What follows belongs to an exercise in optimizing a design on an open flow for small area; a production flow would make more cautious choices. Only simulation tests tie the RTL to the original design; equivalence was not proved.

==> inputs of run a <==
==> flow/design.v <==
`timescale 1ns/1ps
package pcpu_pkg;
    localparam int DATA_W    = 16;
    localparam int ADDR_W    = 8;
    localparam int REG_SEL_W = 3;
    localparam int OP_HI   = 15;
    localparam int OP_LO   = 11;
    localparam int R1_HI   = 10;
    localparam int R1_LO   = 8;
    localparam int R2_HI   = 6;
    localparam int R2_LO   = 4;
    localparam int R3_HI   = 2;
    localparam int R3_LO   = 0;
    localparam int IMM8_HI = 7;
    localparam int IMM8_LO = 0;
    localparam int IMM4_HI = 3;
    localparam int IMM4_LO = 0;
    localparam logic [15:0] NOP_WORD = 16'h0000;
    localparam logic [4:0] NOP  = 5'b00000, HALT = 5'b00001, LOAD = 5'b00010, STORE = 5'b00011,
                           SLL  = 5'b00100, SRL  = 5'b00101, ADD  = 5'b01000, ADDI  = 5'b01001,
                           SUB  = 5'b01010, SUBI = 5'b01011, CMP  = 5'b01100, AND   = 5'b01101,
                           OR   = 5'b01110, XOR  = 5'b01111, LDIH = 5'b10000, JUMP  = 5'b11000,
                           JMPR = 5'b11001, BZ   = 5'b11010, BNZ  = 5'b11011, BN    = 5'b11100,
                           BNN  = 5'b11101, BC   = 5'b11110, BNC  = 5'b11111;
    localparam logic IDLE = 1'b0, EXEC = 1'b1;
endpackage
`timescale 1ns/1ps
import pcpu_pkg::*;
module pcpu (
    input  logic        clock,
    input  logic        reset,
    input  logic        enable,
    input  logic        start,
    input  logic [15:0] i_datain,
    output logic [7:0]  i_addr,
    input  logic [15:0] d_datain,
    output logic [7:0]  d_addr,
    output logic [15:0] d_dataout,
    output logic        d_we,
    input  logic [3:0]  select_y,
    output logic [15:0] y
);
    localparam logic [2:0] S_READ = 3'd0, S_SH4 = 3'd1, S_SH1 = 3'd2, S_LO = 3'd3,
                           S_CLRA = 3'd4, S_CLRB = 3'd5, S_HI = 3'd6, S_PRE = 3'd7;
    logic        run, started;
    logic [7:0]  pc;
    logic        zf, nf, cf;
    logic [2:0]  st;
    logic [2:0]  ph;             
    logic [1:0]  cnt;            
    logic        c8;             
    logic [7:0]  aq;             
    logic [15:0] t;              
    logic [15:0] ring [7];       
    logic [15:0] ir;
    logic [4:0]  op;
    logic [2:0]  f1, f2, f3;
    logic [3:0]  imm4;
    logic [7:0]  imm8;
    logic        go;             
    logic        lo, hi, clr;
    assign ir   = i_datain;
    assign op   = ir[15:11];
    assign f1   = ir[10:8];
    assign f2   = ir[6:4];
    assign f3   = ir[2:0];
    assign imm4 = ir[3:0];
    assign imm8 = ir[7:0];
    assign go   = !run && enable && start;
    assign lo   = (st == S_LO);
    assign hi   = (st == S_HI);
    assign clr  = (st == S_CLRA) || (st == S_CLRB);
    logic is_ldst, is_load, is_store, is_shift, is_arith, is_imm8op, is_ctl, is_ldih, is_halt;
    logic is_sub, is_addsub, is_logic, is_cmp, is_rr, op_and, op_or;
    assign is_ldst   = (op[4:1] == 4'b0001);
    assign is_load   = (op == LOAD);
    assign is_store  = (op == STORE);
    assign is_shift  = (op[4:1] == 4'b0010);
    assign is_arith  = (op[4:3] == 2'b01);
    assign is_imm8op = is_arith && !op[2] && op[0];            
    assign is_rr     = is_arith && !is_imm8op;                  
    assign is_ctl    = (op[4:3] == 2'b11);
    assign is_ldih   = (op == LDIH);
    assign is_halt   = (op == HALT);
    assign is_cmp    = (op == CMP);
    assign is_sub    = is_arith && ((op[2:1] == 2'b01) || (op[2:0] == 3'b100));   
    assign is_addsub = is_arith && !(op[2] && (op[1] || op[0]));                
    assign is_logic  = is_arith && op[2] && (op[1] || op[0]);                   
    assign op_and    = is_logic && (op[1:0] == 2'b01);
    assign op_or     = is_logic && (op[1:0] == 2'b10);
    logic [2:0]  sel, slot;
    logic [3:0]  slot_sum;
    logic [15:0] rd;
    always_comb
    begin
        if (!run)
            sel = select_y[2:0];
        else if (st == S_READ)
            sel = is_shift ? f2 : f3;
        else if (is_ctl)
            sel = (op[2:0] == 3'b000) ? 3'd0 : f1;              
        else if (is_imm8op || (is_store && hi))
            sel = f1;                                            
        else if (is_shift || is_ldih)
            sel = 3'd0;                                          
        else
            sel = f2;
    end
    assign slot_sum = {1'b0, sel} + {1'b0, ph};
    assign slot     = (slot_sum >= 4'd7) ? 3'(slot_sum - 4'd7) : slot_sum[2:0];
    logic [6:0]   slot_oh;
    logic [111:0] ring_flat;
    always_comb
    begin
        slot_oh = '0;
        if (sel != 3'd0)
            slot_oh[slot] = 1'b1;
    end
    for (genvar j = 0; j < 7; j++)
    begin : g_flat
        assign ring_flat[16 * j +: 16] = ring[j];
    end
    read_port u_read_port (.slots(ring_flat), .sel_oh(slot_oh), .rd(rd));
    logic [7:0] a8, b8, sum8;
    logic       cout;
    assign a8 = aq;
    always_ff @(posedge clock)
        aq <= (lo || hi) ? rd[15:8] : rd[7:0];
    always_comb
    begin
        if (is_rr || is_shift)
            b8 = hi ? t[15:8] : t[7:0];
        else if (hi)
            b8 = is_ldih ? imm8 : 8'h00;
        else if (is_ldst)
            b8 = {4'h0, imm4};
        else if (is_ldih)
            b8 = 8'h00;
        else
            b8 = imm8;
    end
    alu8 u_alu8 (.a(a8), .b(b8), .sub(is_sub), .cin(hi ? c8 : is_sub), .logic_op(is_logic),
                 .op_and(op_and), .op_or(op_or), .y(sum8), .cout(cout));
    logic [15:0] res, wd;
    logic        writes, aligned, ready, wr;
    logic [3:0]  wsum;
    assign res = {sum8, t[7:0]};
    assign wd  = clr ? 16'h0000 : (is_load ? d_datain : res);
    assign writes  = (is_load || is_shift || is_ldih || (is_arith && !is_cmp)) && (f1 != 3'd0);
    assign wsum    = {1'b0, f1} + {1'b0, ph};
    assign aligned = (wsum == 4'd6) || (wsum == 4'd13);
    assign ready   = !writes || aligned;
    assign wr      = clr || (run && hi && writes && aligned);
    always_ff @(posedge clock)
    begin
        ring[0] <= wr ? wd : ring[6];
        for (int j = 1; j < 7; j++)
            ring[j] <= ring[j - 1];
    end
    always_ff @(posedge clock)
    begin
        case (st)
            S_READ:  t <= rd;
            S_SH4:   t <= op[0] ? (t >> 4) : (t << 4);
            S_SH1:   t <= op[0] ? (t >> 1) : (t << 1);
            S_LO:    t[7:0] <= sum8;
            default: t <= t;
        endcase
    end
    always_ff @(posedge clock)
    begin
        if (lo)
            c8 <= cout;
    end
    logic taken, cond;
    always_comb
    begin
        case (op[2:1])
            2'b01:   cond = zf;
            2'b10:   cond = nf;
            2'b11:   cond = cf;
            default: cond = 1'b1;
        endcase
        taken = is_ctl && ((op[2:1] == 2'b00) || (cond ^ op[0]));
    end
    logic [7:0] pc_inc;
    logic [8:0] pc_c;
    assign pc_c[0] = 1'b1;
    for (genvar i = 0; i < 8; i++)
    begin : g_inc
        assign pc_inc[i]   = pc[i] ^ pc_c[i];
        assign pc_c[i + 1] = pc[i] & pc_c[i];
    end
    logic [1:0] cnt_inc;
    assign cnt_inc = cnt + 2'd1;
    always_ff @(posedge clock)
    begin
        if (st == S_READ || cnt_inc == (st == S_SH4 ? imm4[3:2] : imm4[1:0]))
            cnt <= 2'd0;
        else
            cnt <= cnt_inc;
    end
    always_ff @(posedge clock or negedge reset)
    begin
        if (!reset)
            ph <= 3'd0;
        else
            ph <= (ph == 3'd6) ? 3'd0 : ph + 3'd1;
    end
    always_ff @(posedge clock or negedge reset)
    begin
        if (!reset)
        begin
            run     <= 1'b0;
            started <= 1'b0;
            st      <= S_READ;
            pc      <= '0;
            zf      <= 1'b0;
            nf      <= 1'b0;
            cf      <= 1'b0;
        end
        else if (!run)
        begin
            st <= S_READ;
            if (go)
            begin
                run     <= 1'b1;
                started <= 1'b1;
                st      <= S_CLRA;
            end
        end
        else
        begin
            if (!enable)
                run <= 1'b0;
            case (st)
                S_CLRA:
                    if (ph == 3'd6)
                        st <= S_CLRB;
                S_CLRB:
                    if (ph == 3'd5)
                        st <= S_READ;
                S_READ:
                begin
                    if (is_halt)
                        run <= 1'b0;
                    else if (is_shift && imm4[3:2] != 2'd0)
                        st <= S_SH4;
                    else if (is_shift && imm4[1:0] != 2'd0)
                        st <= S_SH1;
                    else
                        st <= S_PRE;
                end
                S_SH4:
                    if (cnt_inc == imm4[3:2])
                        st <= (imm4[1:0] != 2'd0) ? S_SH1 : S_PRE;
                S_SH1:
                    if (cnt_inc == imm4[1:0])
                        st <= S_PRE;
                S_PRE:
                    st <= S_LO;
                S_LO:
                    st <= S_HI;
                default:
                    if (ready)
                    begin
                        st <= S_READ;
                        pc <= taken ? t[7:0] : pc_inc;
                        if (is_arith || is_shift)
                        begin
                            zf <= (res == 16'h0000);
                            nf <= res[15];
                        end
                        if (is_addsub)
                            cf <= cout ^ is_sub;
                        else if (is_logic)
                            cf <= 1'b0;
                    end
            endcase
        end
    end
    assign i_addr    = pc;
    assign d_addr    = t[7:0];
    assign d_dataout = rd;
    assign d_we      = run && hi && is_store;
    always_comb
    begin
        y = '0;
        if (select_y == 4'd0)
        begin
            y[12]   = d_we;
            y[11]   = run;
            y[10:8] = {zf, nf, cf};
            y[7:0]  = pc;
        end
        else if (!select_y[3] && started)
            y = rd;
    end
endmodule
module read_port (
    input  logic [111:0] slots,
    input  logic [6:0]   sel_oh,
    output logic [15:0]  rd
);
    always_comb
    begin
        rd = '0;
        for (int j = 0; j < 7; j++)
            rd = rd | (slots[16 * j +: 16] & {16{sel_oh[j]}});
    end
endmodule
module alu8 (
    input  logic [7:0] a,
    input  logic [7:0] b,
    input  logic       sub,
    input  logic       cin,
    input  logic       logic_op,
    input  logic       op_and,
    input  logic       op_or,
    output logic [7:0] y,
    output logic       cout
);
    logic [7:0] bx, p, g;
    logic [8:0] c;
    assign bx   = sub ? ~b : b;
    assign p    = a ^ bx;
    assign g    = a & bx;
    assign c[0] = cin;
    for (genvar i = 0; i < 8; i++)
    begin : g_bit
        assign c[i + 1] = g[i] | (c[i] & p[i]);
        assign y[i]     = !logic_op ? (p[i] ^ c[i]) :
                          op_and    ? g[i] :
                          op_or     ? (p[i] | g[i]) : p[i];
    end
    assign cout = c[8];
endmodule
==> flow/flow/run.sh <==
#!/bin/bash
# Layout flow: the standard flow (standard.sh) with changes that only
# affect which cells implement the logic:
#  - synthesis maps the logic with an area-oriented ABC script (area.abc:
#    a 30-second &deepsyn restructuring, then area mapping with amap) and
#    leaves full adders to ABC (no ADDER_MAP_FILE step); everything else in
#    synthesis, registers included, is the standard flow's own
#  - the port buffers are buf_1 cells
#  - clock tree synthesis uses small clock buffers and no dummy loads
# Each tool's output goes to a log file of its own in this folder.
set -euo pipefail
W=$(pwd)
F=$W/flow

# Synthesis script: the standard flow's, with ABC's mapping script replaced
first=$(head -n 1 synth_recipe.tcl)
if [[ "$first" != 'proc synth {args} { yosys synth -nofsm -noshare {*}$args }' ]]; then
  echo "unexpected synth_recipe.tcl first line: $first" >&2
  exit 1
fi
{
  echo 'proc synth {args} {'
  echo '  uplevel #0 { set abc_args [list -script $::env(AREA_ABC_SCRIPT) {*}$lib_args {*}$lib_dont_use_args -constr $::env(OBJECTS_DIR)/abc.constr] }'
  echo '  yosys synth -nofsm -noshare {*}$args'
  echo '}'
  tail -n +2 synth_recipe.tcl
} > area_synth.tcl

# standard.sh with the synthesis script replaced and no adder mapping step
sed "s#SYNTH_SCRIPT=[^ ]*#SYNTH_SCRIPT=$W/area_synth.tcl ADDER_MAP_FILE=#" standard.sh > area_standard.sh
grep -q "SYNTH_SCRIPT=$W/area_synth.tcl ADDER_MAP_FILE=" area_standard.sh

export AREA_ABC_SCRIPT=$F/area.abc
export BUFFER_PORTS_ARGS="-buffer_cell sky130_fd_sc_hd__buf_1"
export CTS_ARGS="-sink_clustering_enable -repair_clock_nets -dont_use_dummy_load -buf_list {sky130_fd_sc_hd__clkbuf_2 sky130_fd_sc_hd__clkbuf_4 sky130_fd_sc_hd__clkbuf_8}"

bash area_standard.sh finish > $W/flow_make.log 2>&1
test -f $W/out/final.def
==> flow/flow/area.abc <==
strash
&get -n
&deepsyn -T 30
&put
dch -f
amap
strash
dch
amap
topo
stime -c
==> flow/standard.sh <==
#!/bin/bash
# synth_recipe.tcl (not shown) runs the flow's synth.tcl, then flattens the netlist and writes it again
# the make line also repeats each setting of config.mk as NAME=value (left out here)
make -C /OpenROAD-flow-scripts/flow DESIGN_CONFIG=/design/flow/config.mk WORK_HOME=/design/flow/orfs CLKGATE_MAP_FILE= SYNTH_SCRIPT=/design/flow/synth_recipe.tcl "${@:-finish}"
==> flow/config.mk <==
export PLATFORM = sky130hd
export DESIGN_NAME = pcpu
export DESIGN_NICKNAME = pcpu
export VERILOG_FILES = /design/flow/design.v
export SDC_FILE = /design/flow/constraint.sdc
export NUM_CORES = 4
export LEC_CHECK = 0
export CAP_MARGIN = 5
export CORE_MARGIN = 2
export CORE_UTILIZATION = 65
export GPL_TIMING_DRIVEN = 0
export SLEW_MARGIN = 5
export SYNTH_HIERARCHICAL = 1
export SYNTH_MINIMUM_KEEP_SIZE = 0
==> flow/constraint.sdc <==
create_clock -name core_clock -period 10.0 [get_ports {clock}]
set_input_delay 2.0000 -clock core_clock [delete_from_list [all_inputs] [get_ports {clock}]]
set_output_delay 2.0000 -clock core_clock [all_outputs]
set_load 0.01 [all_outputs]
==> inputs of run b, as changes to run a <==
--- a/flow/design.v
+++ b/flow/design.v
@@ -142,9 +142,8 @@
     alu8 u_alu8 (.a(a8), .b(b8), .sub(is_sub), .cin(hi ? c8 : is_sub), .logic_op(is_logic),
                  .op_and(op_and), .op_or(op_or), .y(sum8), .cout(cout));
-    logic [15:0] res, wd;
+    logic [15:0] res;
     logic        writes, aligned, ready, wr;
     logic [3:0]  wsum;
     assign res = {sum8, t[7:0]};
-    assign wd  = clr ? 16'h0000 : (is_load ? d_datain : res);
     assign writes  = (is_load || is_shift || is_ldih || (is_arith && !is_cmp)) && (f1 != 3'd0);
     assign wsum    = {1'b0, f1} + {1'b0, ph};
@@ -152,7 +151,10 @@
     assign ready   = !writes || aligned;
     assign wr      = clr || (run && hi && writes && aligned);
+    logic [15:0] ring_in;
+    ring_input u_ring_input (.keep(ring[6]), .load_data(d_datain), .result(res),
+                             .wr(wr), .clr(clr), .is_load(is_load), .y(ring_in));
     always_ff @(posedge clock)
     begin
-        ring[0] <= wr ? wd : ring[6];
+        ring[0] <= ring_in;
         for (int j = 1; j < 7; j++)
             ring[j] <= ring[j - 1];
@@ -336,2 +338,23 @@
     assign cout = c[8];
 endmodule
+module ring_input (
+    input  logic [15:0] keep,
+    input  logic [15:0] load_data,
+    input  logic [15:0] result,
+    input  logic        wr,
+    input  logic        clr,
+    input  logic        is_load,
+    output logic [15:0] y
+);
+    always_comb
+    begin
+        if (!wr)
+            y = keep;
+        else if (clr)
+            y = '0;
+        else if (is_load)
+            y = load_data;
+        else
+            y = result;
+    end
+endmodule
==> flow_summary.ini <==
[run_status]
status = timing/DRC/antenna clean

[grt]
grt_util_all_layers_pct = 39.03
use_met2_pct = 61.64

[timing]
whs_ps = 329.5
tightest_slew_ps = 1246

[drt]
wirelength_um = 21460

[finish]
nets = 908
seq_area_share_pct = 46.39

[worst_setup_path]
startpoint = i_datain[12]
r2r_slack_ps = 2940

[synthesis]
synth_compound_area_share_pct = 24.79
-- figures above: run a

==> flow_summary.ini <==
[grt]
use_met2_pct = 62.23
grt_util_all_layers_pct = 40.32

[timing]
whs_ps = 342.1
period_share_pct = 95.24

[place]
dp_slack_ps = 298.7

[worst_setup_path]
r2r_slack_ps = 2930

[run_status]
status = timing/DRC/antenna clean

[finish]
nets = 877
seq_area_share_pct = 46.54

[drt]
wirelength_um = 21890
-- figures above: run b

-- re-timing with driven ports --
The results above use ideal ports. As a check the final layouts listed here were re-extracted and re-timed, cells and wires unchanged. Step 1 (the two cells are an assumption about what drives the block):
set clk [get_ports {clock}]
set_driving_cell -lib_cell sky130_fd_sc_hd__clkbuf_16 $clk
set_driving_cell -lib_cell sky130_fd_sc_hd__buf_2 [delete_from_list [all_inputs] $clk]
Step 2, shift: input delay + t, output delay - t, t = (earliest + latest rising clock arrival at the registers) / 2. This alone moves slack from input paths to output paths. a / b / c = no drivers / after step 1 / after step 2; a / b = the first two.
| run | t (ns) | setup slack, ns | latest minus earliest clock arrival (ns) |
|---|---|---|---|
| run a | 0.481 | 0.500 / 0.478 / 0.478 | 0.029 / 0.029 |
| run b | 0.485 | 0.476 / 0.453 / 0.453 | 0.033 / 0.033 |
After both steps setup and hold are still met in every run listed. The setup slack of run b, which loses most, moves by -0.023 ns with the drivers and by -0.023 ns with both steps.
